This is an optimization exercise on Yosys and OpenROAD, whose aim is small area, not a production implementation.
At most, simulation tests tie the RTL to the original design; equivalence was not proved.
Only the layout flow was run in run 5; the RTL was not checked for function there.
Power figures rest on the tool's default switching activity, not on a simulated workload. The clock port is modelled as an ideal driver; clocking choices that lean on that would not hold on a real chip.

## design.v

```verilog
package isaPkg;
	localparam logic [5:0] OpRType = 6'b000000;
	localparam logic [5:0] OpAddi = 6'b001000;
	localparam logic [5:0] OpSubi = 6'b001001;
	localparam logic [5:0] OpAndi = 6'b001100;
	localparam logic [5:0] OpOri = 6'b001101;
	localparam logic [5:0] OpLw = 6'b100011;
	localparam logic [5:0] OpSw = 6'b101011;
	localparam logic [5:0] OpJpc = 6'b000010;
	localparam logic [5:0] OpBrfl = 6'b000100;
	localparam logic [5:0] OpCall = 6'b000011;
	localparam logic [5:0] OpRet = 6'b000001;
	localparam logic [5:0] OpHalt = 6'b111111;
	localparam logic [5:0] FnAdd = 6'b100000;
	localparam logic [5:0] FnSub = 6'b100010;
	localparam logic [5:0] FnAnd = 6'b100100;
	localparam logic [5:0] FnOr = 6'b100101;
	localparam logic [5:0] FnSlt = 6'b101010;
	localparam logic [5:0] FnMul = 6'b011000;
endpackage
package ctrlPkg;
	localparam int StackDepth = 8;
endpackage
module aluUnit (
	input logic clk,
	input logic first,
	input logic subtract,
	input logic isAnd,
	input logic isOr,
	input logic isCmp,
	input logic sltEnd,
	input logic a,
	input logic b,
	output logic sum,
	output logic result,
	output logic carry
);
	logic bx;
	logic ci;
	logic co;
	assign bx = b ^ subtract;
	assign ci = first ? subtract : carry;
	assign sum = a ^ bx ^ ci;
	assign co = (a & bx) | (ci & (a ^ bx));
	always_comb
	begin
		if (isAnd)
			result = a & b;
		else if (isOr)
			result = a | b;
		else
			result = sum;
	end
	always_ff @(posedge clk)
	begin
		if (isCmp)
			carry <= (ci & !first) | (a ^ b);
		else if (sltEnd)
			carry <= sum ^ co ^ ci;
		else
			carry <= co;
	end
endmodule
module mulUnit (
	input logic clk,
	input logic a,
	input logic [31:0] b,
	output logic p
);
	logic [30:0] s;
	logic [30:0] c;
	logic [31:0] pp;
	assign pp = a ? b : '0;
	assign p = sm[0];
	logic [30:0] cn;
	logic [31:0] sm;
	for (genvar j = 0; j < 31; j++)
	begin : g_fa
		assign {cn[j], sm[j]} = 2'(s[j]) + 2'(c[j]) + 2'(pp[j]);
	end
	assign sm[31] = pp[31];
	always_ff @(posedge clk)
	begin
		c <= cn;
		s <= sm[31:1];
	end
endmodule
module registerFile (
	input logic clk,
	input logic clr,
	input logic [4:0] readIdxA,
	input logic [4:0] readIdxB,
	output logic readBitA,
	output logic readBitB,
	input logic writeEn,
	input logic [4:0] writeIdx,
	input logic writeBit
);
	logic [31:0] regs [1:31];
	logic [31:0] head;
	logic [7:0] hiSel;
	logic [3:0] loSel;
	always_comb
	begin
		for (int k = 0; k < 8; k++)
			hiSel[k] = clr | (writeEn && writeIdx[4:2] == 3'(k));
		for (int j = 0; j < 4; j++)
			loSel[j] = clr | (writeIdx[1:0] == 2'(j));
	end
	assign head[0] = 1'b0;
	for (genvar r = 1; r < 32; r++)
	begin : g_reg
		assign head[r] = regs[r][0];
		always_ff @(posedge clk)
			regs[r] <= {(hiSel[r / 4] && loSel[r % 4]) ? writeBit : regs[r][0], regs[r][31:1]};
	end
	assign readBitA = head[readIdxA];
	assign readBitB = head[readIdxB];
endmodule
module returnStack (
	input logic clk,
	input logic reset,
	input logic writeEn,
	input logic pushBit,
	input logic push,
	input logic pop,
	output logic topBit
);
	localparam int Depth = ctrlPkg::StackDepth;
	logic [7:0] entries [Depth];
	logic [2:0] ptr;
	logic [3:0] count;
	logic [7:0] heads;
	logic [7:0] topHeads;
	logic nonEmpty;
	assign nonEmpty = count != 4'd0;
	for (genvar e = 0; e < Depth; e++)
	begin : g_ent
		assign heads[e] = entries[e][0];
		assign topHeads[(e + 1) % Depth] = entries[e][0];
		always_ff @(posedge clk)
			entries[e] <= {(writeEn && ptr == 3'(e)) ? pushBit : entries[e][0], entries[e][7:1]};
	end
	assign topBit = nonEmpty && topHeads[ptr];
	always_ff @(posedge clk)
	begin
		if (reset)
			count <= '0;
		else if (push)
		begin
			if (count != 4'd8)
				count <= count + 4'd1;
		end
		else if (pop && nonEmpty)
			count <= count - 4'd1;
	end
	always_ff @(posedge clk)
	begin
		if (push)
			ptr <= ptr + 3'd1;
		else if (pop && nonEmpty)
			ptr <= ptr - 3'd1;
	end
endmodule
module controlUnit (
	input logic [5:0] opcode,
	input logic [5:0] funct,
	output logic isRType,
	output logic aluWrite,
	output logic isSlt,
	output logic isMul,
	output logic isLw,
	output logic isSw,
	output logic isJump,
	output logic isBr,
	output logic isCall,
	output logic isRet,
	output logic isHalt,
	output logic useImm,
	output logic subtract,
	output logic isAnd,
	output logic isOr,
	output logic twoFrames
);
	logic fnAdd;
	logic fnSub;
	logic fnAnd;
	logic fnOr;
	logic opAddi;
	logic opSubi;
	logic opAndi;
	logic opOri;
	assign isRType = opcode == isaPkg::OpRType;
	assign fnAdd = funct == isaPkg::FnAdd;
	assign fnSub = funct == isaPkg::FnSub;
	assign fnAnd = funct == isaPkg::FnAnd;
	assign fnOr = funct == isaPkg::FnOr;
	assign opAddi = opcode == isaPkg::OpAddi;
	assign opSubi = opcode == isaPkg::OpSubi;
	assign opAndi = opcode == isaPkg::OpAndi;
	assign opOri = opcode == isaPkg::OpOri;
	assign isSlt = isRType && funct == isaPkg::FnSlt;
	assign isMul = isRType && funct == isaPkg::FnMul;
	assign isLw = opcode == isaPkg::OpLw;
	assign isSw = opcode == isaPkg::OpSw;
	assign isBr = opcode == isaPkg::OpBrfl;
	assign isCall = opcode == isaPkg::OpCall;
	assign isJump = isCall || opcode == isaPkg::OpJpc;
	assign isRet = opcode == isaPkg::OpRet;
	assign isHalt = opcode == isaPkg::OpHalt;
	assign aluWrite = (isRType && (fnAdd || fnSub || fnAnd || fnOr)) ||
		opAddi || opSubi || opAndi || opOri;
	assign useImm = opAddi || opSubi || opAndi || opOri || isLw || isSw;
	assign subtract = isRType ? (fnSub || funct == isaPkg::FnSlt) : opSubi;
	assign isAnd = isRType ? fnAnd : opAndi;
	assign isOr = isRType ? fnOr : opOri;
	assign twoFrames = isLw || isSw || isSlt || isMul || isBr;
endmodule
module cpuCore (
	input logic clk,
	input logic reset,
	output logic [7:0] instrAddr,
	input logic [31:0] instrData,
	output logic [7:0] memAddr,
	output logic [31:0] memWriteData,
	input logic [31:0] memReadData,
	output logic memRead,
	output logic memWrite,
	output logic halted
);
	logic [4:0] cnt;
	logic ph;
	logic clr;
	logic run;
	logic [7:0] pc;
	logic [7:0] ma;
	logic [31:0] mwd;
	logic isRType;
	logic aluWrite;
	logic isSlt;
	logic isMul;
	logic isLw;
	logic isSw;
	logic isJump;
	logic isBr;
	logic isCall;
	logic isRet;
	logic isHalt;
	logic useImm;
	logic subtract;
	logic isAnd;
	logic isOr;
	logic twoFrames;
	logic last;
	logic first;
	logic frameEnd;
	logic addrWin;
	logic pcWin;
	logic immBit;
	logic [3:0] immSel;
	logic rsBit;
	logic rtBit;
	logic bBit;
	logic sum;
	logic aluBit;
	logic carry;
	logic prodBit;
	logic loadBit;
	logic writeEn;
	logic writeBit;
	logic [4:0] writeIdx;
	logic pcBit;
	logic pcAdd;
	logic pcCi;
	logic pcSum;
	logic pcCarry;
	logic nextPcBit;
	logic topBit;
	controlUnit ctrl (
		.opcode(instrData[31:26]),
		.funct(instrData[5:0]),
		.isRType(isRType),
		.aluWrite(aluWrite),
		.isSlt(isSlt),
		.isMul(isMul),
		.isLw(isLw),
		.isSw(isSw),
		.isJump(isJump),
		.isBr(isBr),
		.isCall(isCall),
		.isRet(isRet),
		.isHalt(isHalt),
		.useImm(useImm),
		.subtract(subtract),
		.isAnd(isAnd),
		.isOr(isOr),
		.twoFrames(twoFrames)
	);
	assign run = !clr && !halted;
	assign last = !twoFrames || ph;
	assign first = cnt == 5'd0 && !ph;
	assign frameEnd = cnt == 5'd31;
	always_ff @(posedge clk)
	begin
		if (reset)
		begin
			cnt <= '0;
			ph <= 1'b0;
			clr <= 1'b1;
			halted <= 1'b0;
		end
		else
		begin
			cnt <= cnt + 5'd1;
			if (frameEnd)
			begin
				clr <= 1'b0;
				if (run)
					ph <= !last;
			end
			if (run && isHalt)
				halted <= 1'b1;
		end
	end
	assign immSel = {cnt[3] && !(isJump || isBr), cnt[2:0]};
	assign immBit = cnt[4] ? instrData[15] : instrData[immSel];
	assign bBit = useImm ? immBit : rtBit;
	aluUnit alu (
		.clk(clk),
		.first(first),
		.subtract(subtract),
		.isAnd(isAnd),
		.isOr(isOr),
		.isCmp(isBr),
		.sltEnd(frameEnd && !ph),
		.a(rsBit),
		.b(bBit),
		.sum(sum),
		.result(aluBit),
		.carry(carry)
	);
	always_ff @(posedge clk)
	begin
		if (!ph)
			mwd <= {rtBit, mwd[31:1]};
	end
	mulUnit mul (
		.clk(clk),
		.a(rsBit && isMul && ph),
		.b(mwd),
		.p(prodBit)
	);
	assign loadBit = memReadData[cnt];
	always_comb
	begin
		if (isLw)
			writeBit = loadBit;
		else if (isMul)
			writeBit = prodBit;
		else if (isSlt)
			writeBit = cnt == 5'd0 && carry;
		else
			writeBit = aluBit;
	end
	assign writeIdx = isRType ? instrData[15:11] : instrData[20:16];
	assign writeEn = run && ((aluWrite && !ph) || ((isSlt || isMul) && ph) ||
		(isLw && (ph ^ (cnt[4] || cnt[3]))));
	registerFile regs (
		.clk(clk),
		.clr(clr),
		.readIdxA(instrData[25:21]),
		.readIdxB(instrData[20:16]),
		.readBitA(rsBit),
		.readBitB(rtBit),
		.writeEn(writeEn),
		.writeIdx(writeIdx),
		.writeBit(writeBit && !clr)
	);
	assign pcBit = pc[cnt[2:0]];
	assign pcAdd = isBr && !carry && immBit;
	assign pcCi = cnt[2:0] == 3'd0 || pcCarry;
	assign pcSum = pcBit ^ pcAdd ^ pcCi;
	always_ff @(posedge clk)
		pcCarry <= (pcBit & pcAdd) | (pcCi & (pcBit ^ pcAdd));
	always_comb
	begin
		if (isRet)
			nextPcBit = topBit;
		else if (isJump)
			nextPcBit = immBit;
		else
			nextPcBit = pcSum;
	end
	assign addrWin = !ph && cnt[4:3] == 2'd0 && (isLw || isSw);
	assign pcWin = last && cnt[4:3] == 2'd1;
	always_ff @(posedge clk)
	begin
		if (run && (addrWin || pcWin))
			ma <= {addrWin ? sum : nextPcBit, ma[7:1]};
	end
	always_ff @(posedge clk)
	begin
		if (reset)
			pc <= '0;
		else if (run && frameEnd && last)
			pc <= ma;
	end
	returnStack stack (
		.clk(clk),
		.reset(reset),
		.writeEn(run && pcWin && isCall),
		.pushBit(pcSum),
		.push(run && frameEnd && isCall),
		.pop(run && frameEnd && isRet),
		.topBit(topBit)
	);
	always_ff @(posedge clk)
	begin
		memRead <= !reset && run && isLw;
		memWrite <= !reset && run && isSw && !ph && frameEnd;
	end
	assign instrAddr = pc;
	assign memAddr = ma;
	assign memWriteData = mwd;
endmodule
```

## run.sh

```bash
#!/bin/bash
# synth_recipe.tcl (not shown) runs the flow's synth.tcl, then flattens the netlist and writes it again
# the make line also repeats each setting of config.mk as NAME=value (left out here)
make -C /OpenROAD-flow-scripts/flow DESIGN_CONFIG=/design/flow/config.mk WORK_HOME=/design/flow/orfs CLKGATE_MAP_FILE= SYNTH_SCRIPT=/design/flow/synth_recipe.tcl finish
```

## config.mk

```make
export PLATFORM = sky130hd
export DESIGN_NAME = cpuCore
export DESIGN_NICKNAME = cpuCore
export VERILOG_FILES = /design/flow/design.v
export SDC_FILE = /design/flow/constraint.sdc
export NUM_CORES = 4
export LEC_CHECK = 0
export CAP_MARGIN = 20
export CORE_MARGIN = 2
export CORE_UTILIZATION = 40
export CTS_BUF_LIST = sky130_fd_sc_hd__clkbuf_4
export SLEW_MARGIN = 20
```

## constraint.sdc

```tcl
create_clock -name core_clock -period 10.5 [get_ports {clk}]
set_input_delay 2.1000 -clock core_clock [delete_from_list [all_inputs] [get_ports {clk}]]
set_output_delay 2.1000 -clock core_clock [all_outputs]
set_load 0.01 [all_outputs]
```

==> metrics.cfg, run 1 <==
[setup_path]
path_delay_family=multiplexers
crit_chain=clkdlybuf4s50_1 > mux4_2 > mux2_2 > or3_1 > a31oi_1 > mux2i_1 > xor2_1 > fa_1 > o31ai_1 > mux2i_1 > o311ai_2 > a21oi_2 > buf_4 > o32ai_1
timing.rr.start=cnt[0]$_SDFF_PP0_
arrival_ns=6.42
crit_path_start_kind=primary input
crit_path_frequent_cell=mux2i_1
rr_endpoint=regs.regs[23][31]$_DFF_P_
critical_path.max_fanout=31
critical_path.n_buffers_inverters=2
regToRegSetupSlack_ns=5.93
worst_path_max_delay_cell=clkdlybuf4s50_1
reg2reg_depth=14
endpoint_kind=flip-flop
required_ns=11.39
cpPeakStageDelay_ns=0.62
path_class=primary input to flip-flop

[die]
die_area_um2=73400
core_area_um2=70300
rows=97
io_pins=117
die_y_um=271
initial_core_util=0.405
die_w_um=271

[final_layout]
postLayoutCellArea_um2=34200
drive_gt1_frac=0.219
nFillCells=6027
area_growth_pct=19.9
layout_commonest_cell=dfxtp_1
fin_nets=2203
final_core_util=0.486
multi_input_area_um2=4030
mostFrequentLayoutCells=dfxtp_1 (1142), clkbuf_4 (415), clkdlybuf4s50_1 (116)
seqCellArea_um2=24200

[min_path]
hp-start=regs.regs[30][29]$_DFF_P_
min_to=regs.regs[30][28]$_DFF_P_
holdPathStages=0
min_path_type=flip-flop to flip-flop

[power]
p_seq_frac=0.559
power_density_nw_per_um2=238
p_clk_frac=0.425
switchingPower_mw=1.65
p_leak_nw=13.8
power_mw=8.14
p_int_mw=6.48
pwr-share-comb=0.016
max-vdd-ir-drop_mv=0.146
switching_share=0.203

[cts]
ctsResizeCount=0
clockRootBuffer=clkbuf_4
cts_setup_buffers=0
clkTransAtPathRegs_ns=0.06
cts_tree=yes
cts_sinks=1185
htreeDepth=5
holdBufCountCts=0
clock_path_buffers=4
clk_latency_ns=1.02
numCtsBuffers=294

[route]
wl_per_cell_um=14.7
drc=0
wl_met1_mm=22.4
top_layer_used=met5
routed_wl_mm=47.0
dr_wl_met2_mm=20.7
first_pass_iters=4
antenna_left=0
vias=13700
drt_iter0_drc=686
viasPerCell=4.26
met3WireLength_mm=2.99

[timing]
rsz0062_at_grt=false
finClkSkew_ns=0.0972
post-route-period-util=0.527
worst_slack_ns=4.97
maxSlewViolCount=0
post-route-min-period_ns=5.53
slew_headroom=0.357
hold_violations=0
finalSetupViolCount=0
timing.fmax_ghz=0.181
fin_setup_tns_ns=0
worst_pin_slew_ns=0.962

[synthesis]
synth_area_per_cell_um2=16.7
yosysUniqueCellTypes=72
synth_area_um2=28500
syn_inst=1702
synth-main-ff-cell=dfxtp_1
ys_seq_area_frac=0.848
ys_ff_latch=1185
synth_top_area_share=0.803
yosys-top-cells-area=dfxtp_1 (80%), edfxtp_1 (4.5%), mux4_2 (2.7%)
synth-edff-count=43
yosysWarnings=7
synthArstFlopShare=0
synth_top_cell_by_area=dfxtp_1
synth_nets=1818

[placed_design]
gp_congestion=0.816
pre_cts_slack_ns=4.02
port_buffers=116
placed_area_um2=30700
dpl.hpwl_mm=29.5

[grt]
track_usage=0.133
antenna_found_initial=6
overflow=0
grt_pass1_vias=14500
grt_pass1_wl_mm=76.2
grt_max_degree=41

[outcome]
status=complete, no violations

[run]
maxCapViolCount=0

synthesized netlist by cell type, types with 4 or more instances:
| cell type | count |
|---|---|
| a21oi_1 | 16 |
| a31oi_1 | 7 |
| and2_1 | 33 |
| buf_2 | 6 |
| buf_6 | 4 |
| clkbuf_1 | 24 |
| dfxtp_1 | 1142 |
| edfxtp_1 | 43 |
| fa_1 | 35 |
| ha_1 | 15 |
| inv_1 | 38 |
| mux2i_1 | 30 |
| mux4_2 | 34 |
| nand2_1 | 39 |
| nand2b_1 | 10 |
| nand3_1 | 8 |
| nand4_1 | 4 |
| nor2_1 | 35 |
| nor2b_1 | 6 |
| nor3_1 | 8 |
| nor3b_1 | 6 |
| nor4_1 | 7 |
| o21ai_0 | 34 |
| o22ai_1 | 18 |
| o311ai_0 | 8 |
| o31ai_1 | 15 |
| or2_2 | 4 |
| or3b_2 | 4 |
| xor2_1 | 5 |
per-stage QoR:
step	cells	hold WS [ns]
final	3206	0.262
after global routing	3206	0.254
after CTS	3202	0.239
after detailed placement	2731	0.312
after global placement	2731	0.310
after floorplan	1702	0.310
worst max-delay path by stage:
| stage | startpoint | endpoint | slack [ns] | cells after the start |
|---|---|---|---|---|
| after detailed placement | instrData[15] | regs.regs[23][31]$_DFF_P_ | 4.02 | 14 |
| after floorplan | instrData[15] | regs.regs[22][31]$_DFF_P_ | 5.07 | 14 |
| after global placement | instrData[15] | regs.regs[23][31]$_DFF_P_ | 4.09 | 14 |
| after global routing | instrData[15] | regs.regs[23][31]$_DFF_P_ | 4.85 | 14 |
| final | instrData[15] | regs.regs[23][31]$_DFF_P_ | 4.97 | 14 |
| after CTS | instrData[15] | regs.regs[23][31]$_DFF_P_ | 5.12 | 14 |
power groups by stage:
stage               sequential, mW  combinational, mW  clock, mW
detailed placement            4.65              0.133          0
global route                  4.55              0.142       3.87
finish                        4.55              0.133       3.45
global placement              4.65              0.134          0
CTS                           4.55              0.134       3.62
floorplan                     4.65             0.0556          0
cell families after synthesis:
kind of cell / after synthesis / synth area share
buffers and inverters: 73 / 0.0109
XOR/XNOR: 8 / 0.00246
AND/OR/NAND/NOR: 188 / 0.0369
flip-flops: 1185 / 0.848
multiplexers: 66 / 0.0382
AO/OA/AOI/OAI: 132 / 0.0325
adder cells (fa/ha/maj): 50 / 0.0312
final cells by class:
type	instances	share of cell area
Antenna cell	4	0.000293
Clock buffer	415	0.0912
Clock inverter	56	0.00879
Inverter	38	0.00418
Multi-Input combinational cell	444	0.118
Sequential cell	1185	0.707
Tap cell	940	0.0344
Timing Repair Buffer	124	0.0358
per-layer routing:
metal | GRT usage | up-vias
met5 | 0 | -
met4 | 0.0664 | 4
met3 | 0.0511 | 83
met2 | 0.191 | 405
met1 | 0.175 | 6550
li1 | - | 6608
registers in the layout, indices dropped and copies added (netlist names):
register,count
clr,1
regs.regs,992
mwd,32
pc,8
stack.entries,64
memWrite,1
memRead,1
mul.s,31
mul.c,31
ma,8
stack.count,4
stack.ptr,3
cnt,5
ph,1
alu.carry,1
pcCarry,1
halted,1
==> run 2, diff against run 1 <==
--- a/config.mk
+++ b/config.mk
@@ -8,5 +8,5 @@
 export CAP_MARGIN = 20
 export CORE_MARGIN = 2
 export CORE_UTILIZATION = 40
-export CTS_BUF_LIST = sky130_fd_sc_hd__clkbuf_4
+export CTS_BUF_LIST = sky130_fd_sc_hd__clkbuf_8
 export SLEW_MARGIN = 20
==> run 2 against run 1 <==
Effect of this change: clock skew shrank 0.065 ns; sequential cell count did not move; total power increased by 0.45%; largest cell class unchanged; clock-buffer cell count decreased by 217; hold slack better by 0.034 ns; synthesized area stayed put; combinational power about the same.
==> metrics.cfg, run 2 <==
[timing]
worst_pin_slew_ns=0.981  ; +0.0196 ns
finalSetupViolCount=0  ; unchanged
rsz0062_at_grt=false
hold_violations=0  ; unchanged
slew_headroom=0.345  ; -0.0117
finClkSkew_ns=0.0319  ; -0.0654 ns
timing.fmax_ghz=0.173  ; -4.0%
worst_slack_ns=4.74  ; -0.233 ns
fin_setup_tns_ns=0  ; unchanged
maxSlewViolCount=0  ; unchanged
post-route-period-util=0.549  ; +0.0222
post-route-min-period_ns=5.76  ; +0.233 ns

[grt]
grt_pass1_vias=13500  ; -6.7%
grt_max_degree=41  ; unchanged
grt_pass1_wl_mm=74.3  ; -2.5%
antenna_found_initial=5  ; -1
track_usage=0.130  ; -0.00272
overflow=0  ; unchanged

[synthesis]
synth-main-ff-cell=dfxtp_1
ys_seq_area_frac=0.848  ; unchanged
synth_top_cell_by_area=dfxtp_1
ys_ff_latch=1185  ; unchanged
yosysWarnings=7  ; unchanged
yosys-top-cells-count=dfxtp_1 (1142), edfxtp_1 (43), nand2_1 (39)
synthArstFlopShare=0  ; unchanged
synth_nets=1818  ; unchanged
yosys-top-cells-area=dfxtp_1 (80%), edfxtp_1 (4.5%), mux4_2 (2.7%)
synth_area_per_cell_um2=16.7  ; unchanged
syn_inst=1702  ; unchanged
synth_area_um2=28500  ; unchanged
yosysMostFrequentCell=dfxtp_1
yosysUniqueCellTypes=72  ; unchanged
synth-edff-count=43  ; unchanged
synth_top_area_share=0.803  ; unchanged

[setup_path]
crit_path_frequent_cell=mux2i_1
critical_path.max_fanout=31  ; unchanged
path_class=primary input to flip-flop
timing.rr.start=cnt[0]$_SDFF_PP0_
path_delay_family=multiplexers
critPathLaunch=instrData[15]
endpoint_kind=flip-flop
crit_path_start_kind=primary input
critical_path.n_buffers_inverters=2  ; unchanged
crit_chain=clkdlybuf4s50_1 > mux4_2 > mux2_2 > or3_1 > a31oi_1 > mux2i_1 > xor2_1 > fa_1 > o31ai_1 > mux2i_1 > o311ai_2 > a21oi_2 > buf_4 > o32ai_1
cpPeakStageDelay_ns=0.63  ; about the same
required_ns=11.17  ; -0.22 ns
arrival_ns=6.43  ; about the same
worst_path_max_delay_cell=clkdlybuf4s50_1

[power]
switching_share=0.202  ; -0.00149
p_int_mw=6.52  ; +0.64%
max-vdd-ir-drop_mv=0.197  ; +35%
switchingPower_mw=1.65  ; -0.29%
p_seq_frac=0.557  ; -0.002
power_density_nw_per_um2=239  ; +0.48%
p_clk_frac=0.427  ; +0.002
pwr-share-comb=0.016  ; about the same
p_leak_nw=13.7  ; -0.83%

[die]
die_y_um=271  ; unchanged
die_w_um=271  ; unchanged
io_pins=117  ; unchanged
initial_core_util=0.405  ; unchanged
die_area_um2=73400  ; unchanged
core_area_um2=70300  ; unchanged
rows=97  ; unchanged

[cts]
clkTransAtPathRegs_ns=0.06  ; about the same
htreeDepth=4  ; -1
clock_path_buffers=3  ; -1
ctsResizeCount=0  ; unchanged
cts_setup_buffers=0  ; unchanged
cts_sinks=1185  ; unchanged
holdBufCountCts=0  ; unchanged
clockRootBuffer=clkbuf_8
numCtsBuffers=168  ; -43%
clk_latency_ns=0.78  ; -0.24 ns
cts_tree=yes

[placed_design]
dp_cells=2731  ; unchanged
pre_cts_slack_ns=4.02  ; unchanged
gp_congestion=0.816  ; unchanged
dpl.hpwl_mm=29.5  ; unchanged
port_buffers=116  ; unchanged

[route]
first_pass_iters=5  ; +1
vias=13000  ; -4.9%
antenna_left=0  ; unchanged
drt_iter0_drc=719  ; +4.8%
viasPerCell=4.29  ; +0.70%
wl_per_cell_um=15.3  ; +4.2%
drc=0  ; unchanged
routed_wl_mm=46.3  ; -1.5%

[final_layout]
largest_register_ffs=992  ; unchanged
largestRegisters=regs.regs: 992 flops, stack.entries: 64 flops, mwd: 32 flops
largest-register=regs.regs
layout_commonest_cell=dfxtp_1
drive_gt1_frac=0.144  ; -0.0754
area_growth_pct=19.9  ; about the same
fin_cells=3029  ; -5.5%
mostFrequentLayoutCells=dfxtp_1 (1142), clkbuf_8 (198), clkdlybuf4s50_1 (116)
fin_nets=2077  ; -5.7%

[min_path]
hp-start=regs.regs[29][20]$_DFF_P_
min_path_type=flip-flop to flip-flop

[outcome]
status=complete, no violations

[run]
maxCapViolCount=0  ; unchanged

run 2: changes by cell type in the layout (fill, tap and decap cells not counted):
cell / before / now
bufinv_16: 3 / 8
inv_1: 38 / 100
clkbuf_4: 415 / 0
inv_8: 0 / 3
inv_12: 0 / 1
clkinv_4: 1 / 2
clkinv_1: 43 / 0
clkbuf_8: 0 / 198
clkinv_2: 5 / 8
inv_6: 0 / 1
clkinv_8: 0 / 1
clkinvlp_4: 0 / 10
inv_2: 4 / 0
run 2: path summary, 6_finish.rpt:
kind                               end  slack, ns  depth (start not counted)
min reg2reg  regs.regs[29][19]$_DFF_P_       0.30                          0
max reg2reg  regs.regs[23][31]$_DFF_P_       5.95                         14
max          regs.regs[23][31]$_DFF_P_       4.74                         14
min          regs.regs[29][19]$_DFF_P_       0.30                          0
run 2: power groups by stage:
stage	clock network (mW)	registers (mW)	logic [mW]
floorplan	0	4.65	0.0556
global placement	0	4.65	0.134
detailed placement	0	4.65	0.133
CTS	3.62	4.55	0.134
global route	3.83	4.55	0.142
finish	3.49	4.55	0.133
run 2: final cells by class:
cell class,count,area (um2)
Fill cell,5986,36100
Sequential cell,1185,24200
Multi-Input combinational cell,444,4030
Clock buffer,198,2730
Timing Repair Buffer,124,1220
Tap cell,940,1180
Clock inverter,96,681
Inverter,38,143
Antenna cell,4,10.0
run 2: through the flow:
step / total power, mW / util / cell area [um2] / hold slack, ns
2_1_floorplan: 4.70 / - / 28500 / 0.310
3_3_place_gp: 4.78 / 0.437 / 30700 / 0.310
3_5_place_dp: 4.78 / 0.437 / 30700 / 0.312
4_1_cts: 8.31 / 0.486 / 34100 / 0.292
5_1_grt: 8.52 / 0.486 / 34100 / 0.301
6_report: 8.17 / 0.486 / 34100 / 0.296
run 2: worst reg2reg max path, stage by stage, from the launching register on:
cell and delay (ns):
dfxtp_1 0.44, buf_4 0.34, mux4_2 0.55, mux2_2 0.27, or3_1 0.37, a31oi_1 0.29
mux2i_1 0.20, xor2_1 0.34, fa_1 0.50, o31ai_1 0.09, mux2i_1 0.13, o311ai_2 0.25
a21oi_2 0.09, buf_4 0.25, o32ai_1 0.36
run 2: routing by layer:
metal / share of wire / vias up / global-route usage
li1: - / 6217 / -
met1: 0.48 / 6296 / 0.175
met2: 0.43 / 386 / 0.190
met3: 0.069 / 84 / 0.0430
met4: 0.022 / 4 / 0.0625
met5: 0.00035 / - / 0
run 2: cells by family after synthesis:
family	share of synthesized area
and+or+nand+nor	0.0369
DFF	0.848
adders and majority gates	0.0312
muxes	0.0382
buffers and inverters	0.0109
xor gates and xnor gates	0.00246
AOI/OAI and AO/OA	0.0325
==> run 3, diff against run 2 <==
--- a/design.v
+++ b/design.v
@@ -71,18 +71,17 @@
 	logic [30:0] c;
 	logic [31:0] pp;
 	assign pp = a ? b : '0;
-	assign p = sm[0];
-	logic [30:0] cn;
-	logic [31:0] sm;
-	for (genvar j = 0; j < 31; j++)
-	begin : g_fa
-		assign {cn[j], sm[j]} = 2'(s[j]) + 2'(c[j]) + 2'(pp[j]);
-	end
-	assign sm[31] = pp[31];
+	assign p = s[0] ^ c[0] ^ pp[0];
 	always_ff @(posedge clk)
 	begin
-		c <= cn;
-		s <= sm[31:1];
+		for (int j = 0; j < 31; j++)
+		begin
+			c[j] <= (s[j] & c[j]) | (s[j] & pp[j]) | (c[j] & pp[j]);
+			if (j < 30)
+				s[j] <= s[j + 1] ^ c[j + 1] ^ pp[j + 1];
+			else
+				s[j] <= pp[j + 1];
+		end
 	end
 endmodule
 module registerFile (
--- a/config.mk
+++ b/config.mk
@@ -8,5 +8,4 @@
 export CAP_MARGIN = 20
 export CORE_MARGIN = 2
 export CORE_UTILIZATION = 40
-export CTS_BUF_LIST = sky130_fd_sc_hd__clkbuf_8
 export SLEW_MARGIN = 20
==> run 3 against run 2 <==
Effect of this change: maximum frequency is 3.6% lower; non-clock buffer count unchanged; critical path depth decreased by 2; synthesized area up 0.95%; total power is 3.8% higher; setup slack worse by 0.22 ns; sequential share of layout area decreased by 1.0 points; critical endpoint is now regs.regs[30][31]$_DFF_P_.
==> metrics.cfg, run 3 <==
[die]
io_pins=117  ; unchanged
core_area_um2=71400  ; +1.6%
die_y_um=272  ; +0.47%
die_w_um=272  ; +0.47%
initial_core_util=0.403  ; -0.00242
rows=98  ; +1.0%
die_area_um2=74100  ; +0.94%

[cts]
cts_sinks=1185  ; unchanged
cts_setup_buffers=0  ; unchanged
ctsResizeCount=0  ; unchanged
numCtsBuffers=106  ; -37%
htreeDepth=3  ; -1
clk_latency_ns=0.65  ; -0.13 ns
holdBufCountCts=0  ; unchanged
clockRootBuffer=clkbuf_16
clkTransAtPathRegs_ns=0.06  ; about the same
cts_tree=yes
clock_path_buffers=3  ; unchanged

[final_layout]
nFillCells=6059  ; +1.2%
postLayoutCellArea_um2=34600  ; +1.4%
largest_register_ffs=992  ; unchanged
final_core_util=0.485  ; -0.000564
area_growth_pct=20.4
fin_cells=3063  ; +1.1%
drive_gt1_frac=0.109  ; -0.0349
largest-register=regs.regs
fin_nets=2139  ; +3.0%
layout_commonest_cell=dfxtp_1
mostFrequentLayoutCells=dfxtp_1 (1142), inv_1 (148), clkdlybuf4s50_1 (116)
largestRegisters=regs.regs: 992 flops, stack.entries: 64 flops, mwd: 32 flops

[run]
maxCapViolCount=0  ; unchanged

[timing]
worst_pin_slew_ns=1.07  ; +0.0878 ns
worst_slack_ns=4.52  ; -0.217 ns
finalSetupViolCount=0  ; unchanged
maxSlewViolCount=0  ; unchanged
finClkSkew_ns=0.0255  ; -0.00636 ns
hold_violations=0  ; unchanged
slew_headroom=0.285  ; -0.0605
fin_setup_tns_ns=0  ; unchanged
post-route-period-util=0.570  ; +0.0206
post-route-min-period_ns=5.98  ; +0.217 ns
rsz0062_at_grt=false
timing.fmax_ghz=0.167  ; -3.6%

[route]
first_pass_iters=4  ; -1
routed_wl_mm=44.9  ; -3.0%
drc=0  ; unchanged
drt_iter0_drc=644  ; -10%
vias=13000  ; -0.15%
wl_per_cell_um=14.7  ; -4.0%
antenna_left=0  ; unchanged
viasPerCell=4.23  ; -1.3%

[min_path]
min_path_type=flip-flop to flip-flop

[setup_path]
arrival_ns=6.48  ; +0.05 ns
cpPeakStageDelay_ns=0.85  ; +0.22 ns
endpoint_kind=flip-flop
worst_path_max_delay_cell=clkdlybuf4s50_1
regToRegSetupSlack_ns=5.88  ; -0.07 ns
path_class=primary input to flip-flop
crit_path_frequent_cell=mux4_2
critical_path.n_buffers_inverters=2  ; unchanged
required_ns=11.00  ; -0.17 ns
crit_chain=clkdlybuf4s50_1 > mux4_2 > mux4_2 > o22ai_1 > mux2i_1 > xnor2_1 > fa_1 > o311ai_0 > a32o_1 > a21oi_2 > buf_4 > a211oi_1
path_delay_family=multiplexers
critical_path.max_fanout=31  ; unchanged
crit_path_start_kind=primary input

[grt]
grt_pass1_vias=13100  ; -3.3%
overflow=0  ; unchanged
grt_pass1_wl_mm=71.0  ; -4.5%
track_usage=0.123  ; -0.00730
antenna_found_initial=2  ; -3
grt_max_degree=43  ; +4.9%

[synthesis]
synth_area_per_cell_um2=15.8  ; -5.9%
ys_seq_area_frac=0.840  ; -0.00797
synth-edff-count=43  ; unchanged
synthArstFlopShare=0  ; unchanged
synth_top_area_share=0.795  ; -0.00754
synth_area_um2=28800  ; +0.95%
yosysUniqueCellTypes=70  ; -2.8%
syn_inst=1825  ; +7.2%
yosys-top-cells-area=dfxtp_1 (80%), edfxtp_1 (4.5%), fa_1 (2.4%)
yosys-top-cells-count=dfxtp_1 (1142), inv_1 (148), nor2_1 (67)
synth_nets=1941  ; +6.8%
synth_top_cell_by_area=dfxtp_1
yosysWarnings=7  ; unchanged
yosysMostFrequentCell=dfxtp_1
ys_ff_latch=1185  ; unchanged
synth-main-ff-cell=dfxtp_1

[placed_design]
gp_congestion=0.866  ; +6.1%
placed_area_um2=31000  ; +0.94%
pre_cts_slack_ns=3.84  ; -0.176 ns
port_buffers=116  ; unchanged
dpl.hpwl_mm=29.1  ; -1.2%
dp_cells=2865  ; +4.9%

[power]
max-vdd-ir-drop_mv=0.163  ; -17%
p_leak_nw=13.7  ; +0.14%
power_density_nw_per_um2=245  ; +2.3%

[outcome]
status=complete, no violations

[run 3: cell families after synthesis]
kind of cell	share of synthesized area
buffers and inverters	0.0248
AO/OA/AOI/OAI	0.0273
multiplexers	0.0336
adder cells (fa/ha/maj)	0.0309
AND/OR/NAND/NOR	0.0408
XOR/XNOR	0.00274
flip-flops	0.840
[run 3: worst reg2reg max path, delay by kind of cell (launching register included)]
kind                     cells  cell delay, ns
AND/OR/NAND/NOR              1            0.08
AO/OA/AOI/OAI                6            1.31
XOR/XNOR                     1            0.24
adder cells (fa/ha/maj)      1            0.61
buffers and inverters        2            0.75
flip-flops                   1            0.65
multiplexers                 2            0.82
[run 3: report_power, final]
part	switching (mW)	internal (mW)	total [mW]
logic	0.0655	0.0606	0.126
registers	0.00979	4.53	4.54
clock network	1.57	2.25	3.82
total	1.65	6.84	8.48
[run 3: path summary, 6_finish.rpt]
path	startpoint	endpoint	cells after the start
worst max-delay path	instrData[17]	regs.regs[30][31]$_DFF_P_	12
worst min-delay path	regs.regs[3][1]$_DFF_P_	regs.regs[3][0]$_DFF_P_	0
worst max register to register	cnt[0]$_SDFF_PP0_	regs.regs[30][31]$_DFF_P_	13
worst min register to register	regs.regs[3][1]$_DFF_P_	regs.regs[3][0]$_DFF_P_	0
[run 3: cell type report]
type	instances	area, um2	share of cell area
Antenna cell	3	7.51	0.000217
Clock buffer	147	3060	0.0883
Clock inverter	48	551	0.0159
Inverter	148	556	0.0160
Multi-Input combinational cell	458	3900	0.113
Sequential cell	1185	24200	0.697
Tap cell	950	1190	0.0343
Timing Repair Buffer	124	1220	0.0353
[run 3: stage by stage]
stage | hold slack (ns) | power, mW
global route | 0.303 | 8.79
detailed placement | 0.312 | 4.77
global placement | 0.310 | 4.77
floorplan | 0.310 | 4.69
CTS | 0.308 | 8.59
finish | 0.312 | 8.48
[run 3: routing by layer]
metal / GRT usage / vias to the layer above / routed length (um)
met5: 0 / - / 10
met4: 0.0521 / 2 / 1210
met3: 0.0294 / 88 / 2520
met2: 0.180 / 323 / 18900
met1: 0.175 / 6261 / 22200
li1: - / 6293 / -
==> run 4, diff against run 3 <==
--- a/design.v
+++ b/design.v
@@ -71,17 +71,18 @@
 	logic [30:0] c;
 	logic [31:0] pp;
 	assign pp = a ? b : '0;
-	assign p = s[0] ^ c[0] ^ pp[0];
+	assign p = sm[0];
+	logic [30:0] cn;
+	logic [31:0] sm;
+	for (genvar j = 0; j < 31; j++)
+	begin : g_fa
+		assign {cn[j], sm[j]} = 2'(s[j]) + 2'(c[j]) + 2'(pp[j]);
+	end
+	assign sm[31] = pp[31];
 	always_ff @(posedge clk)
 	begin
-		for (int j = 0; j < 31; j++)
-		begin
-			c[j] <= (s[j] & c[j]) | (s[j] & pp[j]) | (c[j] & pp[j]);
-			if (j < 30)
-				s[j] <= s[j + 1] ^ c[j + 1] ^ pp[j + 1];
-			else
-				s[j] <= pp[j + 1];
-		end
+		c <= cn;
+		s <= sm[31:1];
 	end
 endmodule
 module registerFile (
==> flow/run.sh (new file) <==
#!/bin/bash
# Standard layout with smaller port buffers and a clock tree without dummy loads.
set -euo pipefail
export BUFFER_PORTS_ARGS="-buffer_cell sky130_fd_sc_hd__buf_1"
export CTS_ARGS="-sink_clustering_enable -repair_clock_nets -dont_use_dummy_load -buf_list sky130_fd_sc_hd__clkbuf_16 -sink_clustering_size 30 -sink_clustering_max_diameter 100"
bash standard.sh > standard.log 2>&1
==> standard.sh (new file) <==
#!/bin/bash
# synth_recipe.tcl (not shown) runs the flow's synth.tcl, then flattens the netlist and writes it again
# the make line also repeats each setting of config.mk as NAME=value (left out here)
make -C /OpenROAD-flow-scripts/flow DESIGN_CONFIG=/design/flow/config.mk WORK_HOME=/design/flow/orfs CLKGATE_MAP_FILE= SYNTH_SCRIPT=/design/flow/synth_recipe.tcl "${@:-finish}"
--- a/config.mk
+++ b/config.mk
@@ -5,7 +5,8 @@
 export SDC_FILE = /design/flow/constraint.sdc
 export NUM_CORES = 4
 export LEC_CHECK = 0
+export ABC_AREA = 1
 export CAP_MARGIN = 20
 export CORE_MARGIN = 2
-export CORE_UTILIZATION = 40
+export CORE_UTILIZATION = 65
 export SLEW_MARGIN = 20
removed: run.sh
==> run 4 against run 3 <==
Effect of this change: highest routed layer unchanged; cell count fell by 13%; sequential share of layout area rose by 9.4 points; wire length rose by 2.8%; still clean on timing, DRC and antenna; die area is 39% lower; combinational power about the same; register-to-register slack better by 0.53 ns.
==> metrics.cfg, run 4 <==
[setup_path]
rr_endpoint=regs.regs[16][31]$_DFF_P_
regToRegSetupSlack_ns=6.41  ; +0.53 ns
required_ns=10.94  ; -0.06 ns
timing.rr.start=cnt[1]$_SDFF_PP0_
critical_path.max_fanout=31  ; unchanged
arrival_ns=5.60  ; -0.88 ns
path_class=primary input to flip-flop
endpoint_kind=flip-flop
reg2reg_depth=21  ; +8
crit_path_start_kind=primary input

[route]
first_pass_iters=5  ; +1
drc=0  ; unchanged
antenna_left=0  ; unchanged
drt_iter0_drc=943  ; +46%
wl_per_cell_um=17.2  ; +18%
routed_wl_mm=46.2  ; +2.8%
vias=12900  ; -0.49%
viasPerCell=4.81  ; +14%

[power]
p_clk_frac=0.298  ; -0.152
pwr-share-comb=0.019  ; +0.004
p_int_mw=5.35  ; -22%
power_density_nw_per_um2=219  ; -11%
switchingPower_mw=1.31  ; -20%
max-vdd-ir-drop_mv=0.249  ; +53%
p_leak_nw=12.6  ; -8.2%
p_seq_frac=0.683  ; +0.148
switching_share=0.197  ; +0.00257

[final_layout]
largestRegisters=regs.regs: 992 flops, stack.entries: 64 flops, mwd: 32 flops
antennaDiodeCount=0  ; -3
area_growth_pct=7.57
layout_commonest_cell=dfxtp_1
largest_register_ffs=992  ; unchanged
mostFrequentLayoutCells=dfxtp_1 (1141), nand2_1 (196), nor2_1 (122)
largest-register=regs.regs
drive_gt1_frac=0.0382  ; -0.0708
fin_nets=2213  ; +3.5%

[synthesis]
synth_area_um2=28400  ; -1.4%
yosysUniqueCellTypes=38  ; -46%
ys_ff_latch=1185  ; unchanged
yosys.area_share.simple=0.0634  ; +0.0227
synth_nets=2077  ; +7.0%
synth_area_per_cell_um2=14.5  ; -8.2%
synth-compound-area-share=0.0320  ; +0.00470
synth-edff-count=43  ; unchanged
ys_seq_area_frac=0.852  ; +0.0117
yosysWarnings=7  ; unchanged
synth_top_area_share=0.806  ; +0.0111
muxShareOfSynthArea=0  ; -0.0336
synth_top_family_by_area=simple AND/OR/NAND/NOR gates
synthXorXnorAreaFrac=0.00124  ; -0.00151
yosys-top-cells-count=dfxtp_1 (1142), nand2_1 (197), nor2_1 (122)
synth-main-ff-cell=dfxtp_1
yosysMostFrequentCell=dfxtp_1
syn_inst=1961  ; +7.5%
yosys-top-cells-area=dfxtp_1 (81%), edfxtp_1 (4.6%), nand2_1 (2.6%)
synthArstFlopShare=0  ; unchanged
synth_top_cell_by_area=dfxtp_1
synth_adder_area_share=0.0313  ; +0.000431

[cts]
cts_setup_buffers=0  ; unchanged
clk_latency_ns=0.60  ; -0.05 ns
numCtsBuffers=45  ; -58%
holdBufCountCts=0  ; unchanged
clkTransAtPathRegs_ns=0.11  ; +0.05 ns
clockRootBuffer=clkbuf_16
cts_sinks=1185  ; unchanged
clock_path_buffers=3  ; unchanged
htreeDepth=2  ; -1
ctsResizeCount=0  ; unchanged
cts_tree=yes

[timing]
hold_violations=0  ; unchanged
post-route-period-util=0.492  ; -0.0776
rsz0062_at_grt=false
whs_ns=0.302  ; -0.0100 ns
fin_setup_tns_ns=0  ; unchanged
post-route-min-period_ns=5.17  ; -0.815 ns
maxSlewViolCount=0  ; unchanged
finClkSkew_ns=0.0537  ; +0.0282 ns
finalSetupViolCount=0  ; unchanged
worst_pin_slew_ns=0.915  ; -0.154 ns
slew_headroom=0.388  ; +0.103
timing.fmax_ghz=0.194  ; +16%

[grt]
antenna_found_initial=3  ; +1
grt_max_degree=39  ; -9.3%
grt_pass1_vias=12800  ; -1.9%
track_usage=0.209  ; +0.0856
grt_pass1_wl_mm=71.6  ; +0.94%
overflow=0  ; unchanged

[run]
maxCapViolCount=0  ; unchanged

[die]
initial_core_util=0.658  ; +0.255
io_pins=117  ; unchanged
die_y_um=213  ; -22%
die_area_um2=45300  ; -39%
core_area_um2=43100  ; -40%
die_w_um=213  ; -22%
rows=76  ; -22%

[outcome]
status=complete, no violations

[placed_design]
dpl.hpwl_mm=27.7  ; -4.9%
port_buffers=116  ; unchanged
gp_congestion=0.853  ; -1.5%

[min_path]
min_to=stack.entries[1][3]$_DFF_P_
holdPathStages=0  ; unchanged
hp-start=stack.entries[1][4]$_DFF_P_
min_path_type=flip-flop to flip-flop

## run 4: cell count changes after synthesis, sizes merged, moves of 33 or more
cell and change:
nand2 +140, o21ai +94, nand3 +69, nor2 +60, a211oi -33, inv -36
## run 4: power groups by stage
stage | sequential (mW) | clock, mW | combinational [mW]
2_1_floorplan | 4.66 | 0 | 0.0769
6_report | 4.56 | 1.99 | 0.124
4_1_cts | 4.56 | 2.04 | 0.125
5_1_grt | 4.56 | 2.17 | 0.141
3_3_place_gp | 4.66 | 0 | 0.124
3_5_place_dp | 4.66 | 0 | 0.124
## run 4: worst max path at each step
stage                             start                   endpoint  slack, ns
after floorplan           instrData[16]  regs.regs[11][31]$_DFF_P_       5.97
after global placement    instrData[16]   regs.regs[7][31]$_DFF_P_       4.61
after detailed placement  instrData[16]   regs.regs[2][31]$_DFF_P_       4.47
after CTS                 instrData[16]  regs.regs[16][31]$_DFF_P_       5.00
after global routing      instrData[16]  regs.regs[16][31]$_DFF_P_       5.00
final                     instrData[16]  regs.regs[16][31]$_DFF_P_       5.33
## run 4: cell type report
cell class	count	area, um2
flip-flops and latches	1185	24200
clock buffers	45	1130
fillers	2761	12600
repair buffers	117	443
inverters	112	420
well taps	585	732
multi-input cells	636	3630
## run 4: critical path, cell delays in order
cell     delay (ns)
buf_1          0.56
inv_2          0.29
nor2_1         0.15
nor2_1         0.06
o31ai_1        0.27
nand3_1        0.13
nand3_1        0.12
nand2_1        0.10
nand2_1        0.08
nand2_1        0.10
fa_1           0.51
inv_1          0.05
nand2_1        0.06
nand3_1        0.06
nand2_1        0.06
nand2_1        0.04
nand2_1        0.05
nand2_1        0.06
nand2_2        0.52
o21ai_1        0.18
## run 4: cells by family after synthesis
kind of cell	Yosys count
flops	1185
simple gates	427
compound gates	155
buf+inv	140
fa+ha+maj	50
xor+xnor	4
## run 4: per-stage QoR
| step | power (mW) | area [um2] | utilization | std cells | worst slack [ns] |
|---|---|---|---|---|---|
| 6_report | 6.67 | 30500 | 0.708 | 2680 | 5.33 |
| 5_1_grt | 6.88 | 30500 | 0.708 | 2680 | 5.00 |
| 4_1_cts | 6.72 | 30500 | 0.708 | 2680 | 5.00 |
| 3_5_place_dp | 4.78 | 29400 | 0.682 | 2635 | 4.47 |
| 3_3_place_gp | 4.78 | 29400 | 0.682 | 2635 | 4.61 |
| 2_1_floorplan | 4.73 | 28400 | - | 1961 | 5.97 |
## run 4: routing by layer
metal,global-route usage,part of all wire
met1,0.293,0.47
met4,0.0550,0.022
met2,0.343,0.46
met3,0.0327,0.046
met5,0,0.00030
==> run 5, diff against run 4 <==
--- a/design.v
+++ b/design.v
@@ -120,28 +120,25 @@
 module returnStack (
 	input logic clk,
 	input logic reset,
-	input logic writeEn,
+	input logic [2:0] slot,
 	input logic pushBit,
+	input logic pushing,
 	input logic push,
 	input logic pop,
+	output logic popWin,
 	output logic topBit
 );
-	localparam int Depth = ctrlPkg::StackDepth;
-	logic [7:0] entries [Depth];
+	logic [63:0] ring;
 	logic [2:0] ptr;
 	logic [3:0] count;
-	logic [7:0] heads;
-	logic [7:0] topHeads;
 	logic nonEmpty;
+	logic pushWin;
 	assign nonEmpty = count != 4'd0;
-	for (genvar e = 0; e < Depth; e++)
-	begin : g_ent
-		assign heads[e] = entries[e][0];
-		assign topHeads[(e + 1) % Depth] = entries[e][0];
-		always_ff @(posedge clk)
-			entries[e] <= {(writeEn && ptr == 3'(e)) ? pushBit : entries[e][0], entries[e][7:1]};
-	end
-	assign topBit = nonEmpty && topHeads[ptr];
+	assign pushWin = slot == ptr;
+	assign popWin = slot + 3'd1 == ptr;
+	assign topBit = nonEmpty && ring[0];
+	always_ff @(posedge clk)
+		ring <= {(pushing && pushWin) ? pushBit : ring[0], ring[63:1]};
 	always_ff @(posedge clk)
 	begin
 		if (reset)
@@ -214,7 +211,7 @@
 	assign subtract = isRType ? (fnSub || funct == isaPkg::FnSlt) : opSubi;
 	assign isAnd = isRType ? fnAnd : opAndi;
 	assign isOr = isRType ? fnOr : opOri;
-	assign twoFrames = isLw || isSw || isSlt || isMul || isBr;
+	assign twoFrames = isLw || isSw || isSlt || isMul || isBr || isCall || isRet;
 endmodule
 module cpuCore (
 	input logic clk,
@@ -229,6 +226,8 @@
 	output logic halted
 );
 	logic [4:0] cnt;
+	logic slotHi;
+	logic popWin;
 	logic ph;
 	logic clr;
 	logic run;
@@ -256,6 +255,7 @@
 	logic frameEnd;
 	logic addrWin;
 	logic pcWin;
+	logic maIn;
 	logic immBit;
 	logic [3:0] immSel;
 	logic rsBit;
@@ -313,6 +313,8 @@
 		begin
 			cnt <= cnt + 5'd1;
 			if (frameEnd)
+				slotHi <= !slotHi;
+			if (frameEnd)
 			begin
 				clr <= 1'b0;
 				if (run)
@@ -323,7 +325,7 @@
 		end
 	end
 	assign immSel = {cnt[3] && !(isJump || isBr), cnt[2:0]};
-	assign immBit = cnt[4] ? instrData[15] : instrData[immSel];
+	assign immBit = (cnt[4] && !(isJump || isBr)) ? instrData[15] : instrData[immSel];
 	assign bBit = useImm ? immBit : rtBit;
 	aluUnit alu (
 		.clk(clk),
@@ -384,34 +386,43 @@
 		pcCarry <= (pcBit & pcAdd) | (pcCi & (pcBit ^ pcAdd));
 	always_comb
 	begin
-		if (isRet)
-			nextPcBit = topBit;
-		else if (isJump)
+		if (isJump)
 			nextPcBit = immBit;
 		else
 			nextPcBit = pcSum;
 	end
 	assign addrWin = !ph && cnt[4:3] == 2'd0 && (isLw || isSw);
-	assign pcWin = last && cnt[4:3] == 2'd1;
+	assign pcWin = last && cnt[4:3] == 2'd3;
+	always_comb
+	begin
+		if (addrWin)
+			maIn = sum;
+		else if (isRet)
+			maIn = popWin ? topBit : ma[0];
+		else
+			maIn = nextPcBit;
+	end
 	always_ff @(posedge clk)
 	begin
-		if (run && (addrWin || pcWin))
-			ma <= {addrWin ? sum : nextPcBit, ma[7:1]};
+		if (run && (addrWin || pcWin || isRet))
+			ma <= {maIn, ma[7:1]};
 	end
 	always_ff @(posedge clk)
 	begin
 		if (reset)
 			pc <= '0;
 		else if (run && frameEnd && last)
-			pc <= ma;
+			pc <= {maIn, ma[7:1]};
 	end
 	returnStack stack (
 		.clk(clk),
 		.reset(reset),
-		.writeEn(run && pcWin && isCall),
+		.slot({slotHi, cnt[4:3]}),
 		.pushBit(pcSum),
-		.push(run && frameEnd && isCall),
-		.pop(run && frameEnd && isRet),
+		.pushing(run && isCall),
+		.push(run && frameEnd && last && isCall),
+		.pop(run && frameEnd && last && isRet),
+		.popWin(popWin),
 		.topBit(topBit)
 	);
 	always_ff @(posedge clk)
==> flow/run.sh (replaced) <==
#!/bin/bash
# The standard layout, with two changes:
#  - after the standard synthesis, the combinational logic is mapped again
#    by ABC for area (registers, full adders and their names are kept);
#  - ports are buffered with buf_1 and the clock tree has no dummy loads.
set -euo pipefail
here=$(pwd)
export BUFFER_PORTS_ARGS="-buffer_cell sky130_fd_sc_hd__buf_1"
export CTS_ARGS="-sink_clustering_enable -repair_clock_nets -dont_use_dummy_load -buf_list sky130_fd_sc_hd__clkbuf_16 -sink_clustering_size 30 -sink_clustering_max_diameter 100"
bash standard.sh synth > synth.log 2>&1
res=$here/orfs/results/sky130hd/cpuCore/base
cp "$res/1_2_yosys.v" "$here/std_1_2_yosys.v"
bash "$here/flow/remap.sh" "$here/std_1_2_yosys.v" "$res/1_2_yosys.v" > remap.log 2>&1
bash standard.sh > standard.log 2>&1
==> flow/remap.sh (new file) <==
#!/bin/bash
# usage: remap.sh IN.v OUT.v -- maps the combinational cells of a mapped
# netlist again with ABC for area. Flip-flops, full adders and tie cells stay
# as they are, with their names.
set -euo pipefail
in=$1; out=$2
flow=${FLOW_HOME:-/OpenROAD-flow-scripts/flow}
lib=$flow/platforms/sky130hd/lib/sky130_fd_sc_hd__tt_025C_1v80.lib
yosys_bin=$(command -v yosys || echo /OpenROAD-flow-scripts/tools/install/yosys/bin/yosys)
work=$(mktemp -d)
printf 'strash\ndch -f\namap\n' > $work/area.abc
dont=""
for c in $(sed -n '/^export DONT_USE_CELLS/,/^$/p' $flow/platforms/sky130hd/config.mk | grep -o 'sky130_fd_sc_hd__[a-z0-9_]*'); do dont="$dont -dont_use $c"; done
# Logic models of the combinational cells, to take the netlist apart.
$yosys_bin -q -p "read_liberty -ignore_miss_func $lib; delete sky130_fd_sc_hd__*df* sky130_fd_sc_hd__*dl* sky130_fd_sc_hd__fa_* sky130_fd_sc_hd__conb_1; write_verilog -noattr $work/cells.v"
cat > $work/remap.ys <<EOS
read_liberty -lib $lib
read_verilog $in
hierarchy -top cpuCore
techmap -map $work/cells.v
techmap
opt -purge
rename -hide w:* o:* i:* %u %d
abc -liberty $lib $dont -script $work/area.abc
splitnets
opt_clean -purge
hilomap -singleton -hicell sky130_fd_sc_hd__conb_1 HI -locell sky130_fd_sc_hd__conb_1 LO
insbuf -buf sky130_fd_sc_hd__buf_1 A X
opt_clean -purge
check -assert -mapped
stat -liberty $lib
write_verilog -noattr -nohex -nodec $out
EOS
$yosys_bin -s $work/remap.ys
rm -rf $work
--- a/config.mk
+++ b/config.mk
@@ -5,8 +5,7 @@
 export SDC_FILE = /design/flow/constraint.sdc
 export NUM_CORES = 4
 export LEC_CHECK = 0
-export ABC_AREA = 1
 export CAP_MARGIN = 20
 export CORE_MARGIN = 2
-export CORE_UTILIZATION = 65
+export CORE_UTILIZATION = 40
 export SLEW_MARGIN = 20
==> run 5 against run 4 <==
Effect of this change: still clean; combinational power barely moved; via count is 5.5% lower; maximum frequency decreased by 31%; sequential power barely moved; clock power hardly changed; synthesized area down 2.8%; register-to-register slack got worse by 1.9 ns; global-route usage down 9.0 points; cell count is 3.1% higher; clock-buffer cell count is 1 higher; sequential cell count grew 1; setup slack worse by 2.4 ns; highest routed layer unchanged.
==> metrics.cfg, run 5 <==
[cts]
clkTransAtPathRegs_ns=0.10  ; about the same
holdBufCountCts=0  ; unchanged
ctsResizeCount=0  ; unchanged
cts_tree=yes
cts_sinks=1186  ; +0.084%
clk_latency_ns=0.62  ; +0.02 ns
clock_path_buffers=3  ; unchanged
numCtsBuffers=46  ; +2.2%
clockRootBuffer=clkbuf_16
cts_setup_buffers=0  ; unchanged
htreeDepth=2  ; unchanged

[timing]
post-route-period-util=0.716  ; +0.224
rsz0062_at_grt=false
worst_pin_slew_ns=0.860  ; -0.0553 ns
maxSlewViolCount=0  ; unchanged
finalSetupViolCount=0  ; unchanged
slew_headroom=0.427  ; +0.0391
finClkSkew_ns=0.0536  ; -0.0000658 ns
hold_violations=0  ; unchanged
timing.fmax_ghz=0.133  ; -31%
post-route-min-period_ns=7.52  ; +2.36 ns
fin_setup_tns_ns=0  ; unchanged

[final_layout]
layout_commonest_cell=dfxtp_1
largest-register=regs.regs
postLayoutCellArea_um2=30300  ; -0.70%
area_growth_pct=9.86
fin_cells=2763  ; +3.1%
drive_gt1_frac=0.0266  ; -0.0116
mostFrequentLayoutCells=dfxtp_1 (1142), buf_1 (116), nor2_1 (92)
nFillCells=6047  ; +120%
largest_register_ffs=992  ; unchanged
largestRegisters=regs.regs: 992 flops, stack.ring: 64 flops, mwd: 32 flops
seqCellArea_um2=24200  ; +0.12%
final_core_util=0.442  ; -0.266
fin_nets=1983  ; -10%
multi_input_area_um2=3120  ; -14%

[setup_path]
crit_path_start_kind=primary input
arrival_ns=7.98  ; +2.38 ns
endpoint_kind=flip-flop
required_ns=10.96  ; +0.02 ns
path_class=primary input to flip-flop
critical_path.max_fanout=32  ; +3.2%
regToRegSetupSlack_ns=4.56  ; -1.85 ns

[route]
viasPerCell=4.41  ; -8.3%
drt_iter0_drc=797  ; -15%
first_pass_iters=5  ; unchanged
routed_wl_mm=42.0  ; -9.0%
vias=12200  ; -5.5%
antenna_left=0  ; unchanged
drc=0  ; unchanged
wl_per_cell_um=15.2  ; -12%

[outcome]
status=complete, no violations

[synthesis]
syn_inst=1714  ; -13%
synth_area_um2=27600  ; -2.8%
synth_nets=1816  ; -13%
synth_area_per_cell_um2=16.1  ; +11%
yosysWarnings=6  ; -1

[placed_design]
dpl.hpwl_mm=27.9  ; +0.79%
dp_cells=2715  ; +3.0%
gp_congestion=0.846  ; -0.83%
port_buffers=116  ; unchanged
placed_area_um2=29100  ; -0.82%

[grt]
grt_pass1_wl_mm=65.8  ; -8.1%
grt_pass1_vias=11800  ; -8.3%
antenna_found_initial=6  ; +3
overflow=0  ; unchanged
track_usage=0.119  ; -0.0903
grt_max_degree=37  ; -5.1%

[min_path]
min_path_type=flip-flop to flip-flop

[power]
power_density_nw_per_um2=220  ; +0.61%
max-vdd-ir-drop_mv=0.150  ; -40%
p_leak_nw=11.5  ; -8.5%

[die]
core_area_um2=68500  ; +59%
die_w_um=267  ; +25%
initial_core_util=0.403  ; -0.256
die_area_um2=71100  ; +57%
die_y_um=267  ; +25%
io_pins=117  ; unchanged
rows=96  ; +26%

[run]
maxCapViolCount=0  ; unchanged

run 5: cell count changes in the layout (fill, tap and decap cells not counted), sizes merged, moves of 35 or more:
cell	before	now
nand3	84	16
nor2	127	92
o21ai	104	39
clkinv	0	72
nand2	204	33
inv	112	0
run 5: critical path, cell delays in order:
cell      delay, ns
buf_1          0.51
clkinv_1       0.55
a221oi_1       0.42
nor3_1         0.09
a311oi_1       0.23
a31oi_1        0.07
a21oi_1        0.69
clkinv_1       0.19
or4_2          0.94
nand2b_1       0.31
fa_1           0.54
nor2_1         0.04
a41oi_1        0.16
o21a_1         0.14
a21o_1         0.57
or2_0          0.29
o32ai_1        0.13
run 5: routing by layer:
metal  GRT usage  part of all wire  up-vias
met1       0.178              0.51     5858
met5           0           0.00098        -
met2       0.168              0.40      302
met3      0.0269             0.067       84
li1            -                 -     5940
met4      0.0377             0.024        8
run 5: final cells by class:
type | instances | area share
multi-input cells | 456 | 0.103
clock buffers | 46 | 0.0380
flip-flops and latches | 1186 | 0.798
repair buffers | 119 | 0.0151
inverters | 72 | 0.00892
well taps | 882 | 0.0364
diodes | 2 | 0.000165
run 5: report_power, final:
group | internal [mW] | switching (mW) | leakage [nW]
registers | 4.54 | 0.0141 | 9.67
logic | 0.0392 | 0.0827 | 1.29
clock network | 0.791 | 1.20 | 0.567
total | 5.37 | 1.29 | 11.5
run 5: metrics by stage:
| stage | setup WS [ns] | hold slack (ns) | power, mW |
|---|---|---|---|
| 4_1_cts | 2.95 | 0.267 | 6.75 |
| 3_5_place_dp | 2.29 | 0.312 | 4.78 |
| 6_report | 2.98 | 0.267 | 6.66 |
| 5_1_grt | 2.49 | 0.260 | 6.92 |
| 2_1_floorplan | 4.29 | 0.310 | 4.72 |
| 3_3_place_gp | 2.46 | 0.310 | 4.77 |
run 5: path summary, 6_finish.rpt:
| check | startpoint | end | cells after the start |
|---|---|---|---|
| min reg2reg | regs.regs[20][20]$_DFF_P_ | regs.regs[20][19]$_DFF_P_ | 0 |
| max | instrData[21] | regs.regs[27][31]$_DFF_P_ | 17 |
| max reg2reg | cnt[0]$_SDFF_PP0_ | stack.ptr[2]$_DFFE_PP_ | 17 |
| min | regs.regs[20][20]$_DFF_P_ | regs.regs[20][19]$_DFF_P_ | 0 |

## afterwards: timing with drivers on the ports
No port has a modelled driver above. Below, the same layouts with a new extraction and two added sets of constraints.
Step 1 (the two cells are an assumption about what drives the block):
set clk [get_ports {clk}]
set_driving_cell -lib_cell sky130_fd_sc_hd__clkbuf_16 $clk
set_driving_cell -lib_cell sky130_fd_sc_hd__buf_2 [delete_from_list [all_inputs] $clk]
Step 2 adds t to the input delays and takes it off the output delays; t is the mean of the earliest and latest rising clock arrival at the registers after step 1. Input paths then give back, and output paths get back, about the clock's delay inside the block.
Slacks: ideal ports / drivers / drivers and shift; pairs: ideal ports / drivers.
run | shift t [ns] | slack for setup (ns) | worst setup path after step 2
run 1 | 1.024 | 4.968 / 4.984 / 3.959 | input to register
run 2 | 0.817 | 4.735 / 4.756 / 3.939 | input to register
run 3 | 0.699 | 4.519 / 4.505 / 3.807 | input to register
run 4 | 0.631 | 5.333 / 5.302 / 4.671 | input to register
run 5 | 0.627 | 2.977 / 2.935 / 2.307 | input to register
After both steps every run listed still meets setup and hold. For run 1, which loses most, drivers alone change the setup slack by +0.016 ns; drivers and shift together by -1.009 ns.
